Context: an optimization exercise on an open-source flow, tuned for small area, a short achievable clock period and few clock cycles per item. The choices shown serve that exercise and are no tape-out recipe.
Only simulation tests tie the RTL to the original design; equivalence was not proved.
No activity file was given, so power comes from the tool's default toggle rates.

## willow
Design huff_top, start of the top module:
module huff_top
(
  input  logic       clk,
  input  logic       rst,
  input  logic       sym_req,
  input  logic [3:0] sym,
  output logic       sym_ack,
  output logic       table_start,
  output logic       table_valid,
  output logic       table_bit,
  output logic       table_done
);
For scale: roughly 310 flip-flops, roughly 12 I/O pins.
clock: 5.0 ns
lec_check: 0
abc_area: 1
cap_margin: 20
core_margin: 2
core_utilization: 40
cts_buf_list: sky130_fd_sc_hd__clkbuf_8
cts_cluster_diameter: 50
cts_cluster_size: 16
place_density: 0.6
setup_slack_margin: 2.9
slew_margin: 20
run.sh (not shown) runs the stock make flow with config.mk's settings and CLKGATE_MAP_FILE= SYNTH_SCRIPT=/design/flow/synth_recipe.tcl, a recipe that flattens the netlist after the stock synthesis.
willow completed every stage of the flow, and the final layout passed the timing, DRC and antenna checks.
Testbench counts of willow, summed over its fixed seeds: cycles 36,143, blocks 64.
### willow -> lagoon
- changing CTS_CLUSTER_SIZE from 16 to 20
- changing SETUP_SLACK_MARGIN from 2.9 to 2.8
- changing CTS_CLUSTER_DIAMETER from 50 to 60
Notes after the runs:
- willow and lagoon ended up with roughly the same sequential cell area.
- Delta (lagoon minus willow): wire length after detailed routing has decreased; worst setup slack shrank by 0.023 ns; layout multi-input combinational cell count comparable; maximum frequency saw a decrease.
- Summary of the comparison: count of H-tree levels built during CTS is lower in lagoon, relative to willow.
- Cmp lagoon vs willow: sequential share of layout area higher in lagoon
- Global routing met2 resource utilization: lagoon vs willow up 0.23 points
- Compared with willow, lagoon shows a power that is about 8% lower.
Relative to lagoon, the following input files were edited for amber:
- a change of CTS_CLUSTER_DIAMETER from 60 to 50
- a change of CORE_UTILIZATION from 40 to 50
- a change of PLACE_DENSITY from 0.6 to 0.7
- a change of CTS_CLUSTER_SIZE from 20 to 16
Results
- amber: full flow OK, the timing, DRC and antenna checks passed
- The clock-buffer cell count of amber exceeds that of lagoon by about 19%.
- Re fmax: amber and lagoon aren't equal, and the lower value belongs to amber.
- Between amber and lagoon, the maximum fanout count along the critical path is higher for amber.
- Via count of the first global-routing pass: amber < lagoon
- amber ended up with sym_ack as its launch point of the critical path; lagoon ended up with table_valid.
- In the final design statistics, amber uses fewer standard cells in total than lagoon.
- Final worst-path setup slack on amber is down relative to lagoon.
- amber ended up with a higher portion of the clock cycle consumed by the worst path in the final layout than lagoon did.
Here is what was changed in the inputs of quartz compared with amber.
- changing CORE_UTILIZATION from 50 to 40
- changing PLACE_DENSITY from 0.7 to 0.6
[summary]
- Row number of gates resized after CTS: quartz higher / amber lower
- Taking amber as the reference point, the routed wirelength normalized by instance count of quartz falls by about 1.8%.
- Taking amber as the reference, in quartz final-layout fill cell count picked up an extra 808; total power saw little to no change.
- Global-route usage: quartz lower than amber
- Diff amber..quartz | count of flip-flops and latches | negligible
Inputs modified between quartz and garnet:
- SETUP_SLACK_MARGIN now 2.7, was 2.8
- ABC_AREA no longer set, was 1
Notes after the runs:
- Any difference in largest net degree at the start of global routing between quartz and garnet is small enough to ignore.
- garnet vs quartz, end point of the critical path: w[0][3] vs table_valid
- Slew at the pin closest to its max-slew limit (higher): quartz
- Multiplexer fraction of the synthesized cell area: garnet > quartz
- Summary of garnet over quartz: worst setup slack has decreased; estimated wirelength of the detail-placed design has decreased; count of vias placed by the detailed router has decreased.
- Going from quartz to garnet, post-synthesis cell count shrank by more than a quarter.
- Taking quartz as the reference, in garnet die area -about 4.3%; multi-input combinational area share +1.8 points; number of gates resized after CTS -10.

---

huff_top, a different RTL version from the one above (not shown whole).
Size in the first run: roughly 940 cells after synthesis, ~290 flip-flops, roughly 0.011 sq mm of cells after synthesis.
clock: 5.0 ns
lec_check: 0
cap_margin: 20
core_margin: 2
core_utilization: 40
cts_buf_list: sky130_fd_sc_hd__clkbuf_8
cts_cluster_diameter: 50
cts_cluster_size: 16
place_density: 0.6
setup_slack_margin: 2.5
slew_margin: 20
Testbench counts at the start, summed over its fixed seeds: cycles 40,543, blocks 64.
==> next run, changes <==
- CORE_UTILIZATION: 40 -> 65
- CTS_BUF_LIST: sky130_fd_sc_hd__clkbuf_8 -> default
- CTS_CLUSTER_DIAMETER: 50 -> default
- CTS_CLUSTER_SIZE: 16 -> default
- PLACE_DENSITY: 0.6 -> 0.8
- via count is higher by a few percent
- design area goes up slightly
- hold slack hardly moves
- worst setup slack is worse by 0.12 ns
- power rises by roughly a tenth
- first-iteration DRC count rises by well over a third
- routed wire length climbs by a few percent
- final cell count fell by roughly a tenth
- critical path depth grows by 6
- utilization went up by 29 points
==> next run, changes <==
- CORE_UTILIZATION: 65 -> 40
- PLACE_DENSITY: 0.8 -> 0.6
- SETUP_SLACK_MARGIN: 2.5 -> 2.0
After rerunning:
- register-to-register slack got worse by 0.18 ns
- core utilization shrinks by 28 points
- clock-buffer cell count shrinks by 1
- worst setup slack got worse by 0.18 ns
- die area grows by 60%
- total power grows by 2.8%
- first-iteration DRC count shrinks by 37%
- wire length shrinks by 8.2%
- sequential share of layout area shrinks by 0.53 points

---

huff_top with an RTL version that a note above also has.
Size in the first run: about 1400 cells after synthesis, about 310 flip-flops, about 12000 um^2 of cells after synthesis.
Settings: LEC_CHECK=0, ABC_AREA=1, CAP_MARGIN=20, CORE_MARGIN=2, CORE_UTILIZATION=40, CTS_BUF_LIST=sky130_fd_sc_hd__clkbuf_8, CTS_CLUSTER_DIAMETER=60, CTS_CLUSTER_SIZE=20, PLACE_DENSITY=0.6, SETUP_SLACK_MARGIN=2.85, SLEW_MARGIN=20; clock period 5.0 ns.
Testbench counts at the start, summed over its fixed seeds: cycles 36,143, blocks 64.
Then changed:
--- a/flow/config.mk
+++ b/flow/config.mk
@@ -12,3 +12,3 @@
-export CTS_BUF_LIST = sky130_fd_sc_hd__clkbuf_8
-export CTS_CLUSTER_DIAMETER = 60
-export CTS_CLUSTER_SIZE = 20
+export CTS_BUF_LIST = sky130_fd_sc_hd__clkbuf_16
+export CTS_CLUSTER_DIAMETER = 100
+export CTS_CLUSTER_SIZE = 30
@@ -16 +16 @@
-export SETUP_SLACK_MARGIN = 2.85
+export SETUP_SLACK_MARGIN = 2.8
=> The new run passed the timing, DRC and antenna checks. Power goes down by 5.0%. Synthesized area does not change. Die area stays the same.
Then changed:
--- a/flow/config.mk
+++ b/flow/config.mk
@@ -13,2 +13,2 @@
-export CTS_CLUSTER_DIAMETER = 100
-export CTS_CLUSTER_SIZE = 30
+export CTS_CLUSTER_DIAMETER = 80
+export CTS_CLUSTER_SIZE = 34
Outcome: The new run finished with timing, DRC and antenna clean. Power went up by 4.6%. Worst setup slack degrades by 0.0058 ns. Routed wire length rises by 0.41%. Cell area went up by 1.2%.
Then changed:
--- a/flow/config.mk
+++ b/flow/config.mk
@@ -13,2 +13,2 @@
-export CTS_CLUSTER_DIAMETER = 80
-export CTS_CLUSTER_SIZE = 34
+export CTS_CLUSTER_DIAMETER = 100
+export CTS_CLUSTER_SIZE = 30
@@ -16 +16 @@
-export SETUP_SLACK_MARGIN = 2.8
+export SETUP_SLACK_MARGIN = 2.7
The new run passed the timing, DRC and antenna checks.
Via count drops by 0.50%.
Combinational power drops by 6.0%.
Fmax drops by 3.3%.
Register-to-register slack got worse by 0.14 ns.
Sequential cell count is unchanged.
Wire length drops by 0.63%.
Final area drops by 2.1%.
Clock-buffer cell count drops by 2.
Area after synthesis stays the same.
Setup slack got worse by 0.072 ns.
Utilization drops by 0.94 points.
Then changed:
--- a/flow/config.mk
+++ b/flow/config.mk
@@ -12,3 +12,3 @@
-export CTS_BUF_LIST = sky130_fd_sc_hd__clkbuf_16
-export CTS_CLUSTER_DIAMETER = 100
-export CTS_CLUSTER_SIZE = 30
+export CTS_BUF_LIST = sky130_fd_sc_hd__clkbuf_8
+export CTS_CLUSTER_DIAMETER = 50
+export CTS_CLUSTER_SIZE = 16
Outcome: Critical path depth decreases by 6; synthesized cell count is unchanged; register-to-register slack gets better by 0.08 ns; sequential cell count stays the same; die area is unchanged; maximum frequency shrinks by 0.50%; worst setup slack loses 0.011 ns; total power went up by 8.3%; design area is higher by 2.4%; first-iteration DRC count shrinks by 12%.

---

huff_top with an RTL version that a note above also has.
Size in the first run: about 940 cells after synthesis, ~290 flip-flops, about 12 I/O pins, roughly 11000 sq um of cells after synthesis.
make LEC_CHECK=0 CAP_MARGIN=20 CORE_MARGIN=2 CORE_UTILIZATION=40 PLACE_DENSITY=0.6 SETUP_SLACK_MARGIN=2.5 SLEW_MARGIN=20 finish   # period 5.0 ns
Testbench counts at the start, summed over its fixed seeds: cycles 40,543, blocks 64.
==> next run, changes <==
--- a/flow/config.mk
+++ b/flow/config.mk
@@ -7,7 +7,10 @@
 export LEC_CHECK = 0
-export CAP_MARGIN = 20
+export CAP_MARGIN = 0
 export CORE_MARGIN = 2
 export CORE_UTILIZATION = 40
+export CTS_BUF_LIST = sky130_fd_sc_hd__clkbuf_8
+export CTS_CLUSTER_DIAMETER = 50
+export CTS_CLUSTER_SIZE = 16
 export PLACE_DENSITY = 0.6
 export SETUP_SLACK_MARGIN = 2.5
-export SLEW_MARGIN = 20
+export SLEW_MARGIN = 0
Outcome: The new run went through all stages and came out clean. Synthesized area stays the same. Global-route usage goes down by 0.10 points. Routed wire length grows slightly. Non-clock buffer count is higher by 3. Synthesized cell count is unchanged. Worst setup slack degrades by 0.024 ns. Cell area fell by a few percent.

---

Starting RTL as in the previous note.
Settings: LEC_CHECK=0, CAP_MARGIN=20, CORE_MARGIN=2, CORE_UTILIZATION=40, CTS_BUF_LIST=sky130_fd_sc_hd__clkbuf_8, CTS_CLUSTER_DIAMETER=50, CTS_CLUSTER_SIZE=16, PLACE_DENSITY=0.6, SETUP_SLACK_MARGIN=2.9, SLEW_MARGIN=20; clock period 5.0 ns.
Testbench counts at the start, summed over its fixed seeds: cycles 40,543, blocks 64.
Change:
Settings changed: SETUP_SLACK_MARGIN 2.9 to 2.7.
Combinational power came out lower by about 24%.
Cell count came out lower by about 3%.
Area after synthesis does not change.
Total power came out lower by about 9%.
Via count came out lower by 4.8%.
Routed wire length came out lower by about 8%.
Cell area came out lower by about 6.5%.
Clock-buffer cell count came out lower by 4.
Core utilization came out lower by 3.2 points.
Non-clock buffer count came out lower by 27.
Worst hold slack barely changes.

---

The RTL this note starts from:
==> flow/design.v <==
`timescale 1ns/1ns
module huff_top
(
  input  logic       clk,
  input  logic       rst,
  input  logic       sym_req,
  input  logic [3:0] sym,
  output logic       sym_ack,
  output logic       table_start,
  output logic       table_valid,
  output logic       table_bit,
  output logic       table_done
);
  localparam logic [8:0] WMAX = 9'h1FF;         
  localparam logic [1:0] M_INIT = 2'd0;         
  localparam logic [1:0] M_COLL = 2'd1;         
  localparam logic [1:0] M_WAIT = 2'd2;         
  localparam logic [1:0] M_BLD  = 2'd3;         
  logic [1:0] mode;
  logic [3:0] p;                                
  logic [3:0] rnd;                              
  logic [7:0] blk;                              
  logic       take;
  logic       last_p;
  logic       bld_end;
  assign last_p  = (p == 4'd9);
  assign take    = sym_req & ~sym_ack & (mode == M_COLL);
  assign bld_end = (mode == M_BLD) & last_p & (rnd == 4'd8);
  logic [8:0] w  [10];                          
  logic [2:0] sm [10];                          
  logic [3:0] n;                                
  logic [2:0] sm_n;
  assign n = last_p ? 4'd0 : p + 4'd1;
  always_comb
  begin
    sm_n = '0;
    for (int i = 0; i < 10; i++)
      if (n == 4'(i))
        sm_n = sm[i];
  end
  logic [8:0] best_w, sec_w, sum_r;
  logic [3:0] best_i, sec_i, a_r, b_r;
  logic       is_a, is_b;                       
  logic [8:0] x;                                
  logic       first;
  logic [8:0] cb, cs;
  logic       le_b, le_s;
  logic [3:0] fa, fb;
  logic [8:0] fsum;
  assign x     = is_a ? WMAX : (is_b ? sum_r : w[0]);
  assign first = (p == 4'd0);
  assign cb    = first ? WMAX : best_w;
  assign cs    = first ? WMAX : sec_w;
  assign le_b  = (x <= cb);                     
  assign le_s  = (x <= cs);
  assign fa    = le_b ? p : best_i;
  assign fb    = le_b ? best_i : (le_s ? p : sec_i);
  assign fsum  = best_w + (le_s ? x : sec_w);
  always_ff @(posedge clk)
  begin
    for (int i = 0; i < 8; i++)
      w[i+1] <= w[i+2];
    w[9] <= ((mode == M_INIT) || (mode == M_BLD && rnd == 4'd8)) ? 9'd0 : x;
    w[0] <= (mode == M_INIT) ? 9'd0 : w[1] + {6'd0, sm_n};
    for (int i = 0; i < 10; i++)
      sm[i] <= ((n == 4'(i)) ? 3'd0 : sm[i]) + {2'd0, take && (sym == 4'(i))};
    if (le_b)
    begin
      best_w <= x;
      best_i <= p;
      sec_w  <= cb;
      sec_i  <= best_i;
    end
    else if (le_s)
    begin
      sec_w <= x;
      sec_i <= p;
    end
    if (last_p)
      sum_r <= fsum;
  end
  logic [7:0] rec [9];                          
  logic [3:0] q;                                
  logic [3:0] ra, rb;
  assign ra = rec[0][7:4];
  assign rb = rec[0][3:0];
  always_ff @(posedge clk)
  begin
    for (int i = 0; i < 8; i++)
      rec[i] <= rec[i+1];
    rec[8] <= (mode == M_BLD && last_p) ? {fa, fb} : rec[0];
  end
  localparam logic [1:0] E_IDLE = 2'd0;
  localparam logic [1:0] E_SYNC = 2'd1;         
  localparam logic [1:0] E_WALK = 2'd2;         
  localparam logic [1:0] E_EMIT = 2'd3;         
  logic [1:0] est;
  logic [3:0] dig;
  logic [3:0] s;                                
  logic [9:0] code;                             
  logic       last_bit;
  assign last_bit = (code[9:1] == 9'd1);
  always_ff @(posedge clk or negedge rst)
  begin
    if (!rst)
    begin
      mode        <= M_INIT;
      p           <= '0;
      rnd         <= '0;
      blk         <= '0;
      sym_ack     <= 1'b0;
      a_r         <= '0;
      b_r         <= '0;
      is_a        <= 1'b0;
      is_b        <= 1'b0;
      q           <= '0;
      est         <= E_IDLE;
      dig         <= '0;
      s           <= '0;
      code        <= '0;
      table_start <= 1'b0;
      table_valid <= 1'b0;
      table_bit   <= 1'b0;
      table_done  <= 1'b0;
    end
    else
    begin
      p       <= n;
      sym_ack <= sym_req & (sym_ack | (mode == M_COLL));
      if (take)
        blk <= blk + 8'd1;
      is_a <= 1'b0;
      is_b <= 1'b0;
      if (mode == M_BLD)
      begin
        if (last_p)
        begin
          is_a <= (rnd != 4'd8) && (fa == 4'd0);
          is_b <= (rnd != 4'd8) && (fb == 4'd0);
        end
        else
        begin
          is_a <= (n == a_r);
          is_b <= (n == b_r);
        end
      end
      case (mode)
        M_INIT:
          if (last_p)
            mode <= M_COLL;
        M_COLL:
          if (take && blk == 8'd255)
            mode <= M_WAIT;
        M_WAIT:
          if (last_p)
          begin
            mode <= M_BLD;
            rnd  <= '0;
            a_r  <= 4'd15;
            b_r  <= 4'd15;
          end
        default:
          if (last_p)
          begin
            a_r <= fa;
            b_r <= fb;
            rnd <= rnd + 4'd1;
            if (rnd == 4'd8)
              mode <= M_COLL;
          end
      endcase
      q <= (bld_end || q == 4'd8) ? 4'd0 : q + 4'd1;
      table_start <= 1'b0;
      table_valid <= 1'b0;
      table_bit   <= 1'b0;
      table_done  <= 1'b0;
      case (est)
        E_IDLE:
          ;
        E_SYNC:
          if (dig == 4'd10)
          begin
            table_done <= 1'b1;
            est        <= E_IDLE;
          end
          else if (q == 4'd8)
            est <= E_WALK;
        E_WALK:
        begin
          if (s == ra)
          begin
            code <= {code[8:0], 1'b0};
            s    <= rb;
          end
          else if (s == rb)
            code <= {code[8:0], 1'b1};
          if (q == 4'd8)
            est <= E_EMIT;
        end
        default:
        begin
          table_valid <= 1'b1;
          table_bit   <= code[0];
          code        <= {1'b0, code[9:1]};
          if (last_bit)
          begin
            dig <= dig + 4'd1;
            s   <= dig + 4'd1;
            est <= (q == 4'd8 && dig != 4'd9) ? E_WALK : E_SYNC;
          end
        end
      endcase
      if (bld_end)
      begin
        table_start <= 1'b1;
        est         <= E_WALK;
        dig         <= '0;
        s           <= '0;
        code        <= 10'd1;
      end
    end
  end
endmodule
clock: 5.0 ns
lec_check: 0
cap_margin: 20
core_margin: 2
core_utilization: 40
place_density: 0.6
setup_slack_margin: 2.5
slew_margin: 20
Testbench counts at the start, summed over its fixed seeds: cycles 40,535, blocks 64.
Change:
Settings changed: SETUP_SLACK_MARGIN 2.5 to unset.
Result: The changed run completed without violations; core utilization goes down by 7.4 points; power goes down by about 23%; worst setup slack got worse by 520 ps; critical path depth goes down by 2; combinational power goes down by 63%; clock-buffer cell count goes down by 3; register-to-register slack got worse by 520 ps.

-- what the ideal ports hide --
The flow's constraints put no driver on any port. The routed layouts listed below were extracted and timed again, unchanged, in two steps.
Step 1 assumes that a clkbuf_16 drives the clock port and a buf_2 every other input.
Step 2, shift: input delay + t, output delay - t, t = (earliest + latest rising clock arrival at the registers) / 2. This alone moves slack from input paths to output paths.
Three values: ideal ports, drivers, drivers and shift; two values: the first two.
run	shift t [ns]	setup WS [ns]	slew at the worst register clock pin (ns)	worst data-port slew with drivers (ns)	cell pins on the clock port's net
willow	0.576	2.924 / 2.880 / 2.743	0.09 / 0.09	0.03	1
lagoon	0.617	2.901 / 2.855 / 2.388	0.12 / 0.12	0.03	1
amber	0.633	2.876 / 2.833 / 2.431	0.10 / 0.10	0.03	1
quartz	0.633	2.891 / 2.847 / 2.361	0.10 / 0.10	0.03	1
garnet	0.611	2.655 / 2.655 / 2.424	0.10 / 0.10	0.03	1
the first run of note 2	0.610	2.578 / 2.535 / 2.614	0.09 / 0.09	0.04	1
the second run of note 2	0.577	2.461 / 2.461 / 2.461	0.07 / 0.07	0.03	1
the third run of note 2	0.582	2.278 / 2.278 / 2.278	0.07 / 0.07	0.04	1
the first run of note 3	0.617	2.903 / 2.858 / 2.379	0.12 / 0.12	0.03	1
the second run of note 3	0.536	2.862 / 2.813 / 2.741	0.12 / 0.12	0.03	1
the third run of note 3	0.560	2.856 / 2.807 / 2.713	0.12 / 0.12	0.03	1
the fourth run of note 3	0.538	2.784 / 2.771 / 2.396	0.12 / 0.12	0.03	1
the fifth run of note 3	0.629	2.773 / 2.731 / 2.384	0.10 / 0.10	0.03	1
the first run of note 4	0.581	2.602 / 2.575 / 2.602	0.07 / 0.07	0.04	1
the second run of note 4	0.610	2.578 / 2.535 / 2.614	0.09 / 0.09	0.04	1
the first run of note 5	0.562	2.698 / 2.698 / 2.698	0.10 / 0.10	0.03	1
the second run of note 5	0.609	2.730 / 2.730 / 2.730	0.10 / 0.10	0.04	1
the first run of note 6	0.578	0.931 / 0.931 / 0.931	0.07 / 0.07	0.03	1
the second run of note 6	0.574	0.416 / 0.416 / 0.416	0.07 / 0.07	0.03	1
After both steps every run listed still meets setup and hold. The setup slack of quartz, which loses most, moves by -0.044 ns with the drivers and by -0.530 ns with both steps.
